This design comes from an exercise in tuning for small area, a short achievable clock period and few clock cycles per item on the open sky130 flow, not from production work. Function was checked by simulation only, so behaviour that the tests miss may differ from the original.

==> run X: inputs <==
// look_at_view_matrix
module look_at_view_matrix (
    input  logic                i_clk,
    input  logic                i_rst_n,
    input  logic                i_start,
    input  logic signed [31:0]  i_eye_x,
    input  logic signed [31:0]  i_eye_y,
    input  logic signed [31:0]  i_eye_z,
    input  logic signed [31:0]  i_target_x,
    input  logic signed [31:0]  i_target_y,
    input  logic signed [31:0]  i_target_z,
    input  logic signed [31:0]  i_up_x,
    input  logic signed [31:0]  i_up_y,
    input  logic signed [31:0]  i_up_z,
    output logic                o_busy,
    output logic                o_valid,
    output logic [1:0]          o_row_index,
    output logic signed [31:0]  o_entry0,
    output logic signed [31:0]  o_entry1,
    output logic signed [31:0]  o_entry2,
    output logic [16:0]         o_entry3,
    output logic                o_last_row,
    output logic                o_degenerate
);
clock: 11.0 ns
lec_check: 0
cap_margin: 20
core_margin: 2
core_utilization: 40
slew_margin: 20
run.sh (not shown) runs the stock make flow with config.mk's settings and CLKGATE_MAP_FILE= SYNTH_SCRIPT=/design/flow/synth_recipe.tcl, a recipe that flattens the netlist after the stock synthesis.
==> inputs of run R, as changes to run X <==
--- a/flow/design.v
+++ b/flow/design.v
@@ -166,22 +166,27 @@
     logic [3:0] n_state;
     logic [4:0] n_k;
     assign last_issue = (r_state == S_YT) && (r_k == K_YT_LAST);
     assign cap_en     = r_cap;
     assign o_busy     = r_busy;
     assign accept     = r_cap && i_start;
-    assign issue      = (r_state == S_SQ) || (r_state == S_CR) || (r_state == S_YT);
+    assign issue      = (r_state == S_SQ) || (r_state == S_CR) || (r_state == S_YT) || issue_sh;
     assign all_m   = r_m[0] | r_m[1] | r_m[2];
     assign m_zero  = (all_m == '0);
     assign need_r  = |all_m[MW-1:30];
     assign need_l  = !all_m[29];
     assign need_l4 = ~|all_m[29:26];
     logic shift_done;
     assign shift_done = need_r ? ~|all_m[MW-1:31] :
                         need_l4 ? all_m[25] :
                         need_l ? all_m[28] : 1'b1;
+    logic issue_sh;
+    logic [MW-1:0] m0_sh;
+    assign issue_sh = (r_state == S_SHIFT) && (r_zf || shift_done);
+    assign m0_sh    = need_r ? (r_m[0] >> 1) : need_l4 ? (r_m[0] << 4) :
+                      need_l ? (r_m[0] << 1) : r_m[0];
     always_comb begin
         n_state = r_state;
         unique case (r_state)
             S_IDLE:  if (accept) n_state = S_SUB;
             S_SUB:   n_state = S_ABS;
             S_ABS:   n_state = S_SHIFT;
@@ -191,14 +196,16 @@
             S_SQRT:  if (r_cnt == 5'(SQ_CYC - 1)) n_state = S_DIV;
             S_DIV:   if (r_cnt == 5'(DV_CYC - 1)) n_state = r_ph ? S_YT : S_CR;
             S_CR:    if (r_k == K_CR_LAST) n_state = S_ABS;
             S_YT:    if (r_k == K_YT_LAST) n_state = accept ? S_SUB : S_IDLE;
             default: n_state = S_IDLE;
         endcase
-        if (accept || (r_state == S_SHIFT)) begin
+        if (accept || (r_state == S_ABS)) begin
             n_k = '0;
+        end else if (r_state == S_SHIFT) begin
+            n_k = issue_sh ? 5'd1 : 5'd0;
         end else if (r_state == S_DIV) begin
             n_k = r_ph ? K_YT : K_CR;
         end else if (issue) begin
             n_k = r_k + 5'd1;
         end else begin
             n_k = r_k;
@@ -307,13 +314,13 @@
         op_a   = '0;
         op_b   = '0;
         op_neg = 1'b0;
         op_ain = A_ACC;
         op_wb  = W_NONE;
         unique case (r_k)
-            5'd0:  begin op_a = {2'b0, r_m[0][29:0]}; op_b = {3'b0, r_m[0][29:15]}; op_ain = A_ZERO; end
+            5'd0:  begin op_a = {2'b0, m0_sh[29:0]}; op_b = {3'b0, m0_sh[29:15]}; op_ain = A_ZERO; end
             5'd1:  begin op_a = {2'b0, r_m[1][29:0]}; op_b = {3'b0, r_m[1][29:15]}; end
             5'd2:  begin op_a = {2'b0, r_m[2][29:0]}; op_b = {3'b0, r_m[2][29:15]}; end
             5'd3:  begin op_a = {2'b0, r_m[0][29:0]}; op_b = {3'b0, r_m[0][14:0]};  op_ain = A_SH15; end
             5'd4:  begin op_a = {2'b0, r_m[1][29:0]}; op_b = {3'b0, r_m[1][14:0]};  end
             5'd5:  begin op_a = {2'b0, r_m[2][29:0]}; op_b = {3'b0, r_m[2][14:0]};  end
             5'd6:  begin op_a = r_up[1]; op_b = q2_b; op_neg = r_s[2]; op_ain = A_ZERO; end
@@ -474,20 +481,24 @@
             r_odeg <= r_deg;
         end else begin
             r_orow <= r_orow + 2'd1;
             r_osel <= {r_osel[2:0], r_osel[3]};
         end
     end
-    assign o_valid      = r_oval;
-    assign o_row_index  = r_orow;
-    assign o_last_row   = r_osel[3];
-    assign o_entry3     = {r_osel[3], 16'h0};
-    assign o_degenerate = r_odeg;
-    always_comb begin
-        o_entry0 = ({32{r_osel[0]}} & 32'(r_x[0])) | ({32{r_osel[1]}} & 32'(r_x[1])) |
-                   ({32{r_osel[2]}} & 32'(r_x[2])) | ({32{r_osel[3]}} & r_t[0]);
-        o_entry1 = ({32{r_osel[0]}} & 32'(r_y[0])) | ({32{r_osel[1]}} & 32'(r_y[1])) |
-                   ({32{r_osel[2]}} & 32'(r_y[2])) | ({32{r_osel[3]}} & r_t[1]);
-        o_entry2 = ({32{r_osel[0]}} & 32'(r_z[0])) | ({32{r_osel[1]}} & 32'(r_z[1])) |
-                   ({32{r_osel[2]}} & 32'(r_z[2])) | ({32{r_osel[3]}} & r_t[2]);
+    always_ff @(posedge i_clk) begin
+        if (!i_rst_n) begin
+            o_valid <= 1'b0;
+        end else begin
+            o_valid <= r_oval;
+        end
+        o_row_index  <= r_orow;
+        o_last_row   <= r_osel[3];
+        o_entry3     <= {r_osel[3], 16'h0};
+        o_degenerate <= r_odeg;
+        o_entry0 <= ({32{r_osel[0]}} & 32'(r_x[0])) | ({32{r_osel[1]}} & 32'(r_x[1])) |
+                    ({32{r_osel[2]}} & 32'(r_x[2])) | ({32{r_osel[3]}} & r_t[0]);
+        o_entry1 <= ({32{r_osel[0]}} & 32'(r_y[0])) | ({32{r_osel[1]}} & 32'(r_y[1])) |
+                    ({32{r_osel[2]}} & 32'(r_y[2])) | ({32{r_osel[3]}} & r_t[1]);
+        o_entry2 <= ({32{r_osel[0]}} & 32'(r_z[0])) | ({32{r_osel[1]}} & 32'(r_z[1])) |
+                    ({32{r_osel[2]}} & 32'(r_z[2])) | ({32{r_osel[3]}} & r_t[2]);
     end
 endmodule
==> flow/flow/run.sh (new file) <==
#!/bin/bash
cd "$(dirname "$0")/.." || exit 1
cp standard.sh flow_standard_sh.log 2>/dev/null
export SETUP_SLACK_MARGIN=6.6
bash standard.sh > flow_standard.log 2>&1
status=$?
grep -h "setup_margin\|repair_timing" orfs/logs/*/*/*/*.log > flow_repair_summary.log 2>/dev/null
exit $status
==> flow/standard.sh (new file) <==
#!/bin/bash
# synth_recipe.tcl (not shown) runs the flow's synth.tcl, then flattens the netlist and writes it again
# the make line also repeats each setting of config.mk as NAME=value (left out here)
make -C /OpenROAD-flow-scripts/flow DESIGN_CONFIG=/design/flow/config.mk WORK_HOME=/design/flow/orfs CLKGATE_MAP_FILE= SYNTH_SCRIPT=/design/flow/synth_recipe.tcl "${@:-finish}"
removed: flow/run.sh
==> inputs of run M, as changes to run X <==
--- a/flow/design.v
+++ b/flow/design.v
@@ -474,20 +474,24 @@
             r_odeg <= r_deg;
         end else begin
             r_orow <= r_orow + 2'd1;
             r_osel <= {r_osel[2:0], r_osel[3]};
         end
     end
-    assign o_valid      = r_oval;
-    assign o_row_index  = r_orow;
-    assign o_last_row   = r_osel[3];
-    assign o_entry3     = {r_osel[3], 16'h0};
-    assign o_degenerate = r_odeg;
-    always_comb begin
-        o_entry0 = ({32{r_osel[0]}} & 32'(r_x[0])) | ({32{r_osel[1]}} & 32'(r_x[1])) |
-                   ({32{r_osel[2]}} & 32'(r_x[2])) | ({32{r_osel[3]}} & r_t[0]);
-        o_entry1 = ({32{r_osel[0]}} & 32'(r_y[0])) | ({32{r_osel[1]}} & 32'(r_y[1])) |
-                   ({32{r_osel[2]}} & 32'(r_y[2])) | ({32{r_osel[3]}} & r_t[1]);
-        o_entry2 = ({32{r_osel[0]}} & 32'(r_z[0])) | ({32{r_osel[1]}} & 32'(r_z[1])) |
-                   ({32{r_osel[2]}} & 32'(r_z[2])) | ({32{r_osel[3]}} & r_t[2]);
+    always_ff @(posedge i_clk) begin
+        if (!i_rst_n) begin
+            o_valid <= 1'b0;
+        end else begin
+            o_valid <= r_oval;
+        end
+        o_row_index  <= r_orow;
+        o_last_row   <= r_osel[3];
+        o_entry3     <= {r_osel[3], 16'h0};
+        o_degenerate <= r_odeg;
+        o_entry0 <= ({32{r_osel[0]}} & 32'(r_x[0])) | ({32{r_osel[1]}} & 32'(r_x[1])) |
+                    ({32{r_osel[2]}} & 32'(r_x[2])) | ({32{r_osel[3]}} & r_t[0]);
+        o_entry1 <= ({32{r_osel[0]}} & 32'(r_y[0])) | ({32{r_osel[1]}} & 32'(r_y[1])) |
+                    ({32{r_osel[2]}} & 32'(r_y[2])) | ({32{r_osel[3]}} & r_t[1]);
+        o_entry2 <= ({32{r_osel[0]}} & 32'(r_z[0])) | ({32{r_osel[1]}} & 32'(r_z[1])) |
+                    ({32{r_osel[2]}} & 32'(r_z[2])) | ({32{r_osel[3]}} & r_t[2]);
     end
 endmodule
==> flow/flow/run.sh (new file) <==
#!/bin/bash
cd "$(dirname "$0")/.." || exit 1
cp standard.sh flow_standard_sh.log 2>/dev/null
export SETUP_SLACK_MARGIN=6.6
bash standard.sh > flow_standard.log 2>&1
status=$?
grep -h "setup_margin\|repair_timing" orfs/logs/*/*/*/*.log > flow_repair_summary.log 2>/dev/null
exit $status
==> flow/standard.sh (new file) <==
#!/bin/bash
# synth_recipe.tcl (not shown) runs the flow's synth.tcl, then flattens the netlist and writes it again
# the make line also repeats each setting of config.mk as NAME=value (left out here)
make -C /OpenROAD-flow-scripts/flow DESIGN_CONFIG=/design/flow/config.mk WORK_HOME=/design/flow/orfs CLKGATE_MAP_FILE= SYNTH_SCRIPT=/design/flow/synth_recipe.tcl "${@:-finish}"
removed: flow/run.sh
==> run notes <==
quantity                                                                             run X                    run R                    run M
Worst Path Required                                                                8.80 ns                 11.59 ns                 11.49 ns
Met3 WL                                                                           47500 µm                 53900 µm                 55400 µm
Met1 layer usage reported by global route                                            0.462                    0.489                    0.491
Routability-driven placement congestion ratio                                         1.05                     1.06                     1.08
Number of different library cells in the post-synthesis netlist                         99                      102                      100
Run status                                                         complete, no violations  complete, no violations  complete, no violations
Critical Path Max Stage Delay                                                      0.92 ns                  0.60 ns                  0.71 ns
Data arrival time of the worst path                                                3.58 ns                  5.13 ns                  5.11 ns
Post-CTS setup buffers                                                                   0                       94                       65
Sequential cell area                                                             26300 µm²                28300 µm²                28400 µm²
Simple-Gate Fraction of Synth Area                                                   0.143                    0.134                    0.134
RR Startpoint                                                                      r_rq[0]                r_ain1[0]                   r_k[0]
CTS H-tree depth                                                                         3                        3                        4
Number of cells traversed by the worst register-to-register path                        15                       17                       10
Share of the synthesized netlist area taken by xor and xnor gates                   0.0836                   0.0808                   0.0802
Testbench counts of run X, summed over its fixed seeds: cycles 28,096, items 256.
Testbench counts of run R, summed over its fixed seeds: cycles 27,592, items 256.
Testbench counts of run M, summed over its fixed seeds: cycles 28,104, items 256.

-- separate check: timing with driven ports --
The flow's constraints put no driver on any port. The routed layouts listed below were extracted and timed again, unchanged, in two steps. Step 1, drivers: a clkbuf_16 drives i_clk and a buf_2 each remaining input, both assumed. Step 2 adds t to the input delays and takes it off the output delays; t is the mean of the earliest and latest rising clock arrival at the registers after step 1. Input paths then give back, and output paths get back, about the clock's delay inside the block. Slacks: ideal / step 1 / step 2; pairs: ideal / step 1.
run	shift t [ns]	setup slack, ns	latest minus earliest clock arrival (ns)
run X	0.904	5.222 / 5.136 / 5.353	0.092 / 0.093
run R	0.913	6.458 / 6.458 / 6.385	0.086 / 0.086
run M	0.879	6.388 / 6.388 / 6.388	0.059 / 0.059
After both steps setup and hold are still met in every run listed. The setup slack of run R, which loses most, moves by 0.000 ns with the drivers and by -0.073 ns with both steps.
